From an optimization exercise on the open Yosys and OpenROAD flow, aimed at small area, a short achievable clock period and few clock cycles per item; shortcuts taken in it are not production practice.
Only the layout flow was run in this run; the RTL was not checked for function there.
No activity file was given, so power comes from the tool's default toggle rates.

`design/flow/constraint.sdc`:
```
create_clock -name core_clock -period 7.0 [get_ports {clk}]
set_input_delay 1.4000 -clock core_clock [delete_from_list [all_inputs] [get_ports {clk}]]
set_output_delay 1.4000 -clock core_clock [all_outputs]
set_load 0.01 [all_outputs]
```
`design/flow/run.sh`:
```
#!/bin/bash
# synth_recipe.tcl (not shown) runs the flow's synth.tcl, then flattens the netlist and writes it again
# the make line also repeats each setting of config.mk as NAME=value (left out here)
make -C /OpenROAD-flow-scripts/flow DESIGN_CONFIG=/design/flow/config.mk WORK_HOME=/design/flow/orfs CLKGATE_MAP_FILE= SYNTH_SCRIPT=/design/flow/synth_recipe.tcl finish
```
`design/flow/config.mk`:
```
export PLATFORM = sky130hd
export DESIGN_NAME = timer_multiplexer_min_heap_core
export DESIGN_NICKNAME = timer_multiplexer_min_heap_core
export VERILOG_FILES = /design/flow/design.v
export SDC_FILE = /design/flow/constraint.sdc
export NUM_CORES = 4
export LEC_CHECK = 0
export ABC_CLOCK_PERIOD_IN_PS = 4000
export CAP_MARGIN = 20
export CORE_MARGIN = 2
export CORE_UTILIZATION = 65
export PLACE_DENSITY = 0.8
export SETUP_SLACK_MARGIN = 2.8
export SLEW_MARGIN = 20
export TNS_END_PERCENT = 10
```
`design/flow/design.v`:
```
    localparam SLOTS  = 16;
    localparam EW     = 33;      
    localparam logic       OP_ARM    = 1'b0;
    localparam logic       OP_EXPIRE = 1'b1;
    localparam logic [2:0] KIND_FIRE     = 3'd0;
    localparam logic [2:0] KIND_PROGRAM  = 3'd1;
    localparam logic [2:0] KIND_ACCEPTED = 3'd2;
    localparam logic [2:0] KIND_REJECTED = 3'd3;
    localparam logic [2:0] KIND_IDLE     = 3'd4;
module tmmh_front (
    input  logic           clk,
    input  logic           rst_n,
    input  logic           req_valid,
    output logic           req_ready,
    input  logic [40:0]    req_bits,
    input  logic [47:0]    now,
    input  logic           cmd_done,      
    input  logic           can_take,      
    output logic           cmd_valid,
    output logic           cmd_arm,
    output logic [32:0]    cmd_exp,       
    output logic [32:0]    cmd_exp_n,     
    output logic           cmd_sat,       
    output logic [7:0]     cmd_handle
);
    localparam SLOTS  = 16;
    localparam EW     = 33;      
    localparam logic       OP_ARM    = 1'b0;
    localparam logic       OP_EXPIRE = 1'b1;
    localparam logic [2:0] KIND_FIRE     = 3'd0;
    localparam logic [2:0] KIND_PROGRAM  = 3'd1;
    localparam logic [2:0] KIND_ACCEPTED = 3'd2;
    localparam logic [2:0] KIND_REJECTED = 3'd3;
    localparam logic [2:0] KIND_IDLE     = 3'd4;
    logic        valid_reg;
    logic        arm_reg;
    logic [32:0] exp_reg;
    logic [32:0] exp_n_reg;
    logic        sat_reg;
    logic [7:0]  handle_reg;
    logic        push;
    logic [32:0] low_sum;
    assign req_ready  = !valid_reg || can_take;
    assign push       = req_valid && req_ready;
    assign low_sum   = {1'b0, now[31:0]} + {1'b0, req_bits[39:8]};
    always_ff @(posedge clk or negedge rst_n)
    begin
        if (!rst_n)
            valid_reg <= 1'b0;
        else if (push)
            valid_reg <= 1'b1;
        else if (cmd_done)
            valid_reg <= 1'b0;
    end
    always_ff @(posedge clk)
    begin
        if (push)
        begin
            arm_reg    <= (req_bits[40] == OP_ARM);
            exp_reg    <= {now[32] ^ low_sum[32], low_sum[31:0]};
            exp_n_reg  <= ~{now[32] ^ low_sum[32], low_sum[31:0]};
            sat_reg    <= low_sum[32] && (&now[47:32]);
            handle_reg <= req_bits[7:0];
        end
    end
    assign cmd_valid  = valid_reg;
    assign cmd_arm    = arm_reg;
    assign cmd_exp    = exp_reg;
    assign cmd_exp_n  = exp_n_reg;
    assign cmd_sat    = sat_reg;
    assign cmd_handle = handle_reg;
endmodule
module tmmh_back (
    input  logic           clk,
    input  logic           rst_n,
    input  logic           cmd_valid,
    input  logic           cmd_arm,
    input  logic [32:0]    cmd_exp,
    input  logic [32:0]    cmd_exp_n,
    input  logic           cmd_sat,
    input  logic [7:0]     cmd_handle,
    output logic           cmd_done,
    output logic           can_take,
    output logic [47:0]    now,
    output logic           rsp_valid,
    input  logic           rsp_ready,
    output logic [43:0]    rsp_bits
);
    localparam SLOTS  = 16;
    localparam EW     = 33;      
    localparam logic       OP_ARM    = 1'b0;
    localparam logic       OP_EXPIRE = 1'b1;
    localparam logic [2:0] KIND_FIRE     = 3'd0;
    localparam logic [2:0] KIND_PROGRAM  = 3'd1;
    localparam logic [2:0] KIND_ACCEPTED = 3'd2;
    localparam logic [2:0] KIND_REJECTED = 3'd3;
    localparam logic [2:0] KIND_IDLE     = 3'd4;
    function automatic logic less32(input logic [31:0] a, input logic [31:0] b);
        logic [31:0] lt1, eq1;
        logic [15:0] lt2, eq2;
        logic [7:0]  lt3, eq3;
        logic [3:0]  lt4, eq4;
        logic [1:0]  lt5, eq5;
        lt1 = ~a & b;
        eq1 = ~(a ^ b);
        for (int i = 0; i < 16; i++)
        begin
            lt2[i] = lt1[2*i+1] | (eq1[2*i+1] & lt1[2*i]);
            eq2[i] = eq1[2*i+1] & eq1[2*i];
        end
        for (int i = 0; i < 8; i++)
        begin
            lt3[i] = lt2[2*i+1] | (eq2[2*i+1] & lt2[2*i]);
            eq3[i] = eq2[2*i+1] & eq2[2*i];
        end
        for (int i = 0; i < 4; i++)
        begin
            lt4[i] = lt3[2*i+1] | (eq3[2*i+1] & lt3[2*i]);
            eq4[i] = eq3[2*i+1] & eq3[2*i];
        end
        for (int i = 0; i < 2; i++)
        begin
            lt5[i] = lt4[2*i+1] | (eq4[2*i+1] & lt4[2*i]);
            eq5[i] = eq4[2*i+1] & eq4[2*i];
        end
        less32 = lt5[1] | (eq5[1] & lt5[0]);
    endfunction
    logic [SLOTS-1:0] v_reg, v_next;
    logic [EW-1:0]    se_reg [0:SLOTS-1];
    logic [7:0]       sh_reg [0:SLOTS-1];
    logic             p_valid_reg;
    logic [EW-1:0]    p_exp_reg;
    logic [7:0]       p_handle_reg;
    logic [SLOTS-1:0] p_le_reg;        
    logic [SLOTS-1:0] p_ins;           
    logic [SLOTS-1:0] p_up;            
    logic [47:0]   now_reg, now_next;
    logic [31:0]   pd_reg, pd_next;
    logic          pop_reg, pop_next;      
    logic          fin_reg, fin_next;      
    logic          rsp_valid_reg;
    logic [35:0]   rsp_reg;                
    logic          out_valid;              
    logic [35:0]   out_bits;
    logic          can_emit, go;
    logic          do_arm, do_rej, exp_first, exp_empty, do_pop, do_fin;
    logic          pop_done;
    logic [SLOTS-1:0] ev;
    logic [EW-1:0]    e0_exp, e1_exp;
    logic [7:0]       e0_handle;
    logic [EW-1:0]    arm_exp;
    logic [31:0]      arm_diff;
    logic [31:0]      arm_delay;
    logic [SLOTS-1:0] c;           
    logic             c_p;         
    logic [SLOTS-1:0] le;          
    logic             head_eq;
    logic             arm_first;
    logic [48:0]   exp_sum;
    logic          tie;
    logic [EW-1:0] next_diff;
    logic [31:0]   next_delay;
    assign can_emit  = !rsp_valid_reg || rsp_ready;
    assign go        = cmd_valid && can_emit;
    assign can_take  = go && (cmd_arm || fin_reg);
    genvar g;
    generate
        for (g = 0; g < SLOTS; g = g + 1)
        begin : g_pend
            if (g == 0)
            begin : g_first
                assign p_ins[g] = p_valid_reg && !p_le_reg[0];
                assign p_up[g]  = 1'b0;
                assign ev[g]    = v_reg[0] || p_valid_reg;
            end
            else
            begin : g_rest
                assign p_ins[g] = p_valid_reg && p_le_reg[g-1] && !p_le_reg[g];
                assign p_up[g]  = p_valid_reg && !p_le_reg[g-1];
                assign ev[g]    = p_ins[g] || (p_up[g] ? v_reg[g-1] : v_reg[g]);
            end
        end
    endgenerate
    assign e0_exp    = p_ins[0] ? p_exp_reg    : se_reg[0];
    assign e0_handle = p_ins[0] ? p_handle_reg : sh_reg[0];
    assign e1_exp    = p_ins[1] ? p_exp_reg : (p_up[1] ? se_reg[0] : se_reg[1]);
    assign arm_exp   = cmd_sat ? {EW{1'b1}} : cmd_exp;
    assign arm_diff  = cmd_exp[31:0] - now_reg[31:0];
    assign arm_delay = cmd_sat ? ~now_reg[31:0] : arm_diff;
    generate
        for (g = 0; g < SLOTS; g = g + 1)
        begin : g_cmp
            assign c[g] = cmd_sat ||
                          (cmd_exp_n[EW-1] ^ se_reg[g][EW-1] ^
                           less32(~cmd_exp_n[EW-2:0], se_reg[g][EW-2:0]));
        end
    endgenerate
    assign c_p = cmd_sat ||
                 (cmd_exp_n[EW-1] ^ p_exp_reg[EW-1] ^
                  less32(~cmd_exp_n[EW-2:0], p_exp_reg[EW-2:0]));
    generate
        for (g = 0; g < SLOTS; g = g + 1)
        begin : g_le
            if (g == 0)
            begin : g_first
                assign le[g] = ev[g] && (p_ins[g] ? c_p : c[g]);
            end
            else
            begin : g_rest
                assign le[g] = ev[g] && (p_ins[g] ? c_p : (p_up[g] ? c[g-1] : c[g]));
            end
        end
    endgenerate
    assign head_eq   = (e0_exp == arm_exp);
    assign arm_first = !le[0] || head_eq;
    assign exp_sum    = {1'b0, now_reg} + {17'd0, pd_reg};
    assign tie        = ev[1] && (e1_exp == e0_exp);
    assign next_diff  = e1_exp - e0_exp;
    assign next_delay = next_diff[31:0];
    assign do_arm    = go &&  cmd_arm && !ev[SLOTS-1];
    assign do_rej    = go &&  cmd_arm &&  ev[SLOTS-1];
    assign exp_first = go && !cmd_arm && !pop_reg && !fin_reg;
    assign exp_empty = exp_first && !ev[0];
    assign do_pop    = go && !cmd_arm && !fin_reg && ev[0];
    assign do_fin    = go && !cmd_arm && fin_reg;
    assign pop_done  = do_pop && (e0_handle == 8'd0) && !tie;
    assign cmd_done  = do_arm || do_rej || exp_empty || do_fin || pop_done;
    assign now       = now_reg;
    always_comb
    begin
        now_next  = now_reg;
        pd_next   = pd_reg;
        pop_next  = pop_reg;
        fin_next  = fin_reg;
        out_valid = 1'b0;
        out_bits  = {1'b0, KIND_IDLE, 32'd0};
        if (exp_first)
            now_next = exp_sum[48] ? 48'hFFFF_FFFF_FFFF : exp_sum[47:0];
        if (do_rej)
        begin
            out_valid = 1'b1;
            out_bits  = {1'b0, KIND_REJECTED, 32'd0};
        end
        if (do_arm)
        begin
            out_valid = 1'b1;
            if (arm_first)
            begin
                pd_next  = arm_delay;
                out_bits = {1'b0, KIND_PROGRAM, arm_delay};
            end
            else
                out_bits = {1'b0, KIND_ACCEPTED, 32'd0};
        end
        if (exp_empty)
            out_valid = 1'b1;
        if (do_pop)
        begin
            pop_next = tie;
            if (!tie && ev[1])
                pd_next = next_delay;
            if (e0_handle != 8'd0)
            begin
                fin_next  = !tie;
                out_valid = 1'b1;
                out_bits  = {1'b1, KIND_FIRE, 24'd0, e0_handle};
            end
            else if (!tie)
            begin
                out_valid = 1'b1;
                if (ev[1])
                    out_bits = {1'b0, KIND_PROGRAM, next_delay};
            end
        end
        if (do_fin)
        begin
            fin_next  = 1'b0;
            out_valid = 1'b1;
            if (ev[0])
                out_bits = {1'b0, KIND_PROGRAM, pd_reg};
        end
    end
    generate
        for (g = 0; g < SLOTS; g = g + 1)
        begin : g_slot
            logic          take_p, take_up, take_dn, hold;
            logic          v_up, v_dn;
            logic [EW-1:0] se_up, se_dn;
            logic [7:0]    sh_up, sh_dn;
            if (g == 0)
            begin : g_first
                assign v_up  = 1'b0;
                assign se_up = '0;
                assign sh_up = '0;
            end
            else
            begin : g_rest
                assign v_up  = v_reg[g-1];
                assign se_up = se_reg[g-1];
                assign sh_up = sh_reg[g-1];
            end
            if (g == SLOTS - 1)
            begin : g_last
                assign v_dn    = 1'b0;
                assign se_dn   = se_reg[g];
                assign sh_dn   = sh_reg[g];
                assign take_p  = do_pop ? 1'b0 : p_ins[g];
                assign take_up = do_pop ? 1'b0 : p_up[g];
                assign take_dn = do_pop && !p_valid_reg;
                assign hold    = !(take_p || take_up || take_dn);
            end
            else
            begin : g_inner
                assign v_dn    = v_reg[g+1];
                assign se_dn   = se_reg[g+1];
                assign sh_dn   = sh_reg[g+1];
                assign take_p  = do_pop ? p_ins[g+1] : p_ins[g];
                assign take_up = do_pop ? 1'b0 : p_up[g];
                assign take_dn = do_pop && !p_ins[g+1] && !p_up[g+1];
                assign hold    = !(take_p || take_up || take_dn);
            end
            always_comb
            begin
                if (g == SLOTS - 1 && do_pop)
                    v_next[g] = 1'b0;
                else if (take_p)
                    v_next[g] = 1'b1;
                else if (take_up)
                    v_next[g] = v_up;
                else if (take_dn)
                    v_next[g] = v_dn;
                else
                    v_next[g] = v_reg[g];
            end
            always_ff @(posedge clk)
            begin
                if (take_p)
                begin
                    se_reg[g] <= p_exp_reg;
                    sh_reg[g] <= p_handle_reg;
                end
                else if (take_up)
                begin
                    se_reg[g] <= se_up;
                    sh_reg[g] <= sh_up;
                end
                else if (take_dn)
                begin
                    se_reg[g] <= se_dn;
                    sh_reg[g] <= sh_dn;
                end
            end
        end
    endgenerate
    assign rsp_valid = rsp_valid_reg;
    assign rsp_bits  = {rsp_reg[34:32],
                        rsp_reg[7:0] & {8{rsp_reg[35]}},
                        rsp_reg[31:8],
                        rsp_reg[7:0] & {8{!rsp_reg[35]}},
                        !rsp_reg[35]};
    always_ff @(posedge clk or negedge rst_n)
    begin
        if (!rst_n)
        begin
            v_reg         <= '0;
            p_valid_reg   <= 1'b0;
            now_reg       <= '0;
            pd_reg        <= '0;
            pop_reg       <= 1'b0;
            fin_reg       <= 1'b0;
            rsp_valid_reg <= 1'b0;
        end
        else
        begin
            v_reg       <= v_next;
            p_valid_reg <= do_arm;
            now_reg     <= now_next;
            pd_reg      <= pd_next;
            pop_reg     <= pop_next;
            fin_reg     <= fin_next;
            if (can_emit)
                rsp_valid_reg <= out_valid;
        end
    end
    always_ff @(posedge clk)
    begin
        if (do_arm)
        begin
            p_exp_reg    <= arm_exp;
            p_handle_reg <= cmd_handle;
            p_le_reg     <= le;
        end
        if (can_emit)
            rsp_reg <= out_bits;
    end
endmodule
module timer_multiplexer_min_heap_core (
    input  logic        clk,
    input  logic        rst_n,
    input  logic        req_valid,
    output logic        req_ready,
    input  logic        req_operation,
    input  logic [31:0] req_timeout,
    input  logic [7:0]  req_callback_handle,
    output logic        rsp_valid,
    input  logic        rsp_ready,
    output logic [2:0]  rsp_kind,
    output logic [7:0]  rsp_fired_handle,
    output logic [31:0] rsp_delay_ms,
    output logic        rsp_last
);
    logic        cmd_valid;
    logic        cmd_done;
    logic        can_take;
    logic        cmd_arm;
    logic [32:0] cmd_exp;
    logic [32:0] cmd_exp_n;
    logic        cmd_sat;
    logic [7:0]  cmd_handle;
    logic [47:0] now;
    logic [40:0] req;
    logic [43:0] rsp;
    assign req = {req_operation, req_timeout, req_callback_handle};
    assign {rsp_kind, rsp_fired_handle, rsp_delay_ms, rsp_last} = rsp;
    tmmh_front u_front (
        .clk        (clk),
        .rst_n      (rst_n),
        .req_valid  (req_valid),
        .req_ready  (req_ready),
        .req_bits   (req),
        .now        (now),
        .cmd_done   (cmd_done),
        .can_take   (can_take),
        .cmd_valid  (cmd_valid),
        .cmd_arm    (cmd_arm),
        .cmd_exp    (cmd_exp),
        .cmd_exp_n  (cmd_exp_n),
        .cmd_sat    (cmd_sat),
        .cmd_handle (cmd_handle)
    );
    tmmh_back u_back (
        .clk        (clk),
        .rst_n      (rst_n),
        .cmd_valid  (cmd_valid),
        .cmd_arm    (cmd_arm),
        .cmd_exp    (cmd_exp),
        .cmd_exp_n  (cmd_exp_n),
        .cmd_sat    (cmd_sat),
        .cmd_handle (cmd_handle),
        .cmd_done   (cmd_done),
        .can_take   (can_take),
        .now        (now),
        .rsp_valid  (rsp_valid),
        .rsp_ready  (rsp_ready),
        .rsp_bits   (rsp)
    );
endmodule
```
==> flow_summary.ini <==
[yosys]
synthTopCellsByCount = 825 x edfxtp_1, 823 x a21oi_1, 807 x nor2_1
syn-num-nets = 7004
ys_seq_elements = 926
synthArstFlopShare_pct = 10.9
synth.most_common_cell = edfxtp_1
syn-instance-count = 6302
yosysSeqAreaShare_pct = 42.5
yosysTopAreaCell = edfxtp_1
synth_top_area_share_pct = 38.5
synth_flop_cell = edfxtp_1
yosys_warnings = 4
synth_edf_count = 825
synthesis.area_sq_mm = 0.0643
synth_cell_types = 83
syn_area_per_cell_sq_um = 10.2
synth_area_leaders = edfxtp_1 39%, ha_1 13%, mux2i_1 11%

[power_and_ir_drop]
p_total_mw = 34.7
p_leak_nw = 27.6
peakVddDrop_v = 0.000364
pwr_density_cell_mw_per_mm2 = 491

[sta]
fin_crit_sh_pct = 61.9
relSlewSlack_pct = 9.27
report.final.slew_viol_count = 0
clock.fmax_mhz = 231
skew_ns = 0.0337
hold_violations = 0
worst_pin_slew_ns = 1.35
rsz0062_at_grt = true
setup_tns_ns = 0
setup_violations = 0
finalCriticalPeriod_ns = 4.33

[placement]
dp_hpwl_um = 140000
globalplace.congestion = 0.977
placed_area_sq_mm = 0.0664
io_buffers = 90

[cells_and_area]
design_area_sq_mm = 0.0708
diodes = 0
drive_above_1_share_pct = 9.54
areaGrowthSynthToFinish_pct = 10.1
fin_nets = 6988
largest_reg_flops = 528

[clocking]
cts.sinks = 926
cts_htree_levels = 3
max-clock-path-buffers = 3
worstSkewPairLatency_ns = 0.72
cts_tree = built
cts.clk_slew.worst_paths_ns = 0.06
cts_root_buf = clkbuf_16
cts_made_buffers = 103

[global_routing]
antenna_found_initial = 0
grt_pass1_vias = 49800
grt_use_total_pct = 36.6
grt_pass1_wl_um = 290000
overflow = 0
grt_max_degree = 84

[detailed_routing]
ant_nets = 0
wl_um = 190000
route.vias.total = 51600
drcViolationCount = 0
firstDrtPassIters = 6
vias_per_cell = 6.75
wl_per_cell_um = 24.8
drtIter0Drc = 5917

[critical_path]
reg2reg_to = u_back.p_le_reg[3]$_DFFE_PP_
cp_data_arrival_time_ns = 4.76
start_kind = flop
crit_required_ns = 7.43
regToRegSetupSlack_ns = 2.67
r2r_start = u_front.exp_n_reg[29]$_DFFE_PP_
end_kind = flop
critPathMaxFanout = 17
r2r_cells = 12
critPathKind = reg2reg

[floorplan]
num_rows = 115
die_height_um = 318
ios = 91
coreArea_sq_mm = 0.0981
start_util_pct = 65.5
die-area_sq_mm = 0.101
die_width_um = 318

[worst_hold_path]
min_from = u_front.handle_reg[0]$_DFFE_PP_
hold_path_depth = 0
holdPathEnd = u_back.p_handle_reg[0]$_DFFE_PP_
hp-class = reg2reg

[job]
maxCapViolCount = 0

[outcome]
status = timing/DRC/antenna clean
-- through the flow --
| stage | utilization, % | hold slack (ns) | setup slack, ns | instances |
|---|---|---|---|---|
| 2_1_floorplan | - | 0.400 | 2.52 | 6302 |
| 3_3_place_gp | 67.6 | 0.402 | 1.25 | 7375 |
| 3_5_place_dp | 67.6 | 0.409 | 1.69 | 7376 |
| 4_1_cts | 71.3 | 0.425 | 2.58 | 7599 |
| 5_1_grt | 72.1 | 0.426 | 2.58 | 7653 |
| 6_report | 72.1 | 0.420 | 2.67 | 7653 |
-- area by class of cell --
type	instances	area [sq um]
tap	1287	1610
inverter	147	561
clock inverter	45	260
timing repair buffer	270	2420
fill	6982	27400
clock buffer	140	2880
multi-input combinational	4838	35700
sequential	926	27300
-- worst max-delay path, stage by stage, from the launching register on --
cell,delay (ns)
edfxtp_1,0.39
buf_4,0.24
ha_1,0.35
a21o_1,0.18
a21o_1,0.17
a21oi_1,0.64
o21ai_0,0.20
a2111oi_0,0.44
o31ai_1,0.25
o21ai_0,0.28
mux2_2,0.39
nand4b_1,0.10
or3b_2,0.44
-- layout by cell type (no fill, tap or decap), types with 26 or more instances in the layout --
master and instances:
a211oi_1 32, a21o_1 216, a21oi_1 813, a31oi_1 60, and2_1 29, and3_1 26
buf_4 167, clkbuf_16 108, clkdlybuf4s50_1 88, dfrtp_1 100, edfxtp_1 825, ha_1 645
inv_1 142, mux2_2 90, mux2i_1 677, nand2_1 216, nand2b_1 35, nand3_1 69
nand4_1 88, nor2_1 783, nor2_4 26, nor2b_1 51, nor3_1 61, o211ai_1 38
o21a_1 58, o21ai_0 198, o21ai_1 27, or2_2 43, xnor2_1 112, xor2_1 55
-- worst max-delay path by stage --
stage / end / startpoint / slack (ns) / cells past startpoint
after global placement: u_back.pd_reg[0]$_DFF_PN0_ / u_front.exp_n_reg[6]$_DFFE_PP_ / 1.25 / 11
final: u_back.p_le_reg[3]$_DFFE_PP_ / u_front.exp_n_reg[29]$_DFFE_PP_ / 2.67 / 12
after global routing: u_back.now_reg[36]$_DFFE_PN0P_ / u_back.now_reg[1]$_DFFE_PN0P_ / 2.58 / 12
after CTS: u_front.exp_reg[31]$_DFFE_PP_ / req_timeout[1] / 2.58 / 12
after floorplan: u_back.rsp_reg[30]$_DFFE_PN_ / u_back.p_le_reg[0]$_DFFE_PP_ / 2.52 / 20
after detailed placement: u_back.pd_reg[17]$_DFF_PN0_ / u_back.p_valid_reg$_DFF_PN0_ / 1.69 / 12
-- where the power goes --
part	total, mW	switching (mW)	leakage, nW	internal [mW]
sequential	11.1	2.19	8.81	8.89
combinational	18.5	10.9	17.3	7.52
clock	5.20	2.32	1.56	2.87
-- kinds of logic after synthesis --
| logic type | after synthesis | share of synthesized area (%) |
|---|---|---|
| simple gates | 1519 | 10.6 |
| buf+inv | 547 | 3.41 |
| flops | 926 | 42.5 |
| compound gates | 1713 | 16.2 |
| mux | 771 | 12.2 |
| xor+xnor | 169 | 2.30 |
| fa+ha+maj | 657 | 12.8 |
-- layer usage --
metal	up-vias	global-route usage [%]	routed length, um	share of wire [%]
met2	2758	58.2	85900	45
met4	0	24.8	15100	7.9
met3	603	4.69	16100	8.4
met5	-	0	0	0
li1	23600	-	-	-
met1	24700	47.0	73100	38
-- what timing repair did --
action | 4_1_cts | 5_1_grt
cloned | 6 | 5
pin swaps | 4 | 31
hold buffers | 0 | 0
gates resized for setup | 24 | 78
buffers inserted | 32 | 47
setup endpoints to repair | 96 | 224
hold endpoints to repair | 0 | 0

-- afterwards: timing with drivers on the ports --
Ports are ideal in the flow. The routed layout listed here was re-timed in OpenROAD. Step 1 assumes that a clkbuf_16 drives the clock port and a buf_2 every other input. Step 2 adds t to the input delays and takes it off the output delays; t is the mean of the earliest and latest rising clock arrival at the registers after step 1. Input paths then give back, and output paths get back, about the clock's delay inside the block. a / b / c = ideal ports / drivers / drivers and shift; a / b = the first two.
shift t [ns]: 0.773
slack for setup (ns): 2.665 / 2.665 / 2.068
cell pins on the clock port's net: 1
After both steps setup and hold are still met in this run. The setup slack of this run moves by 0.000 ns with the drivers and by -0.597 ns with both steps.
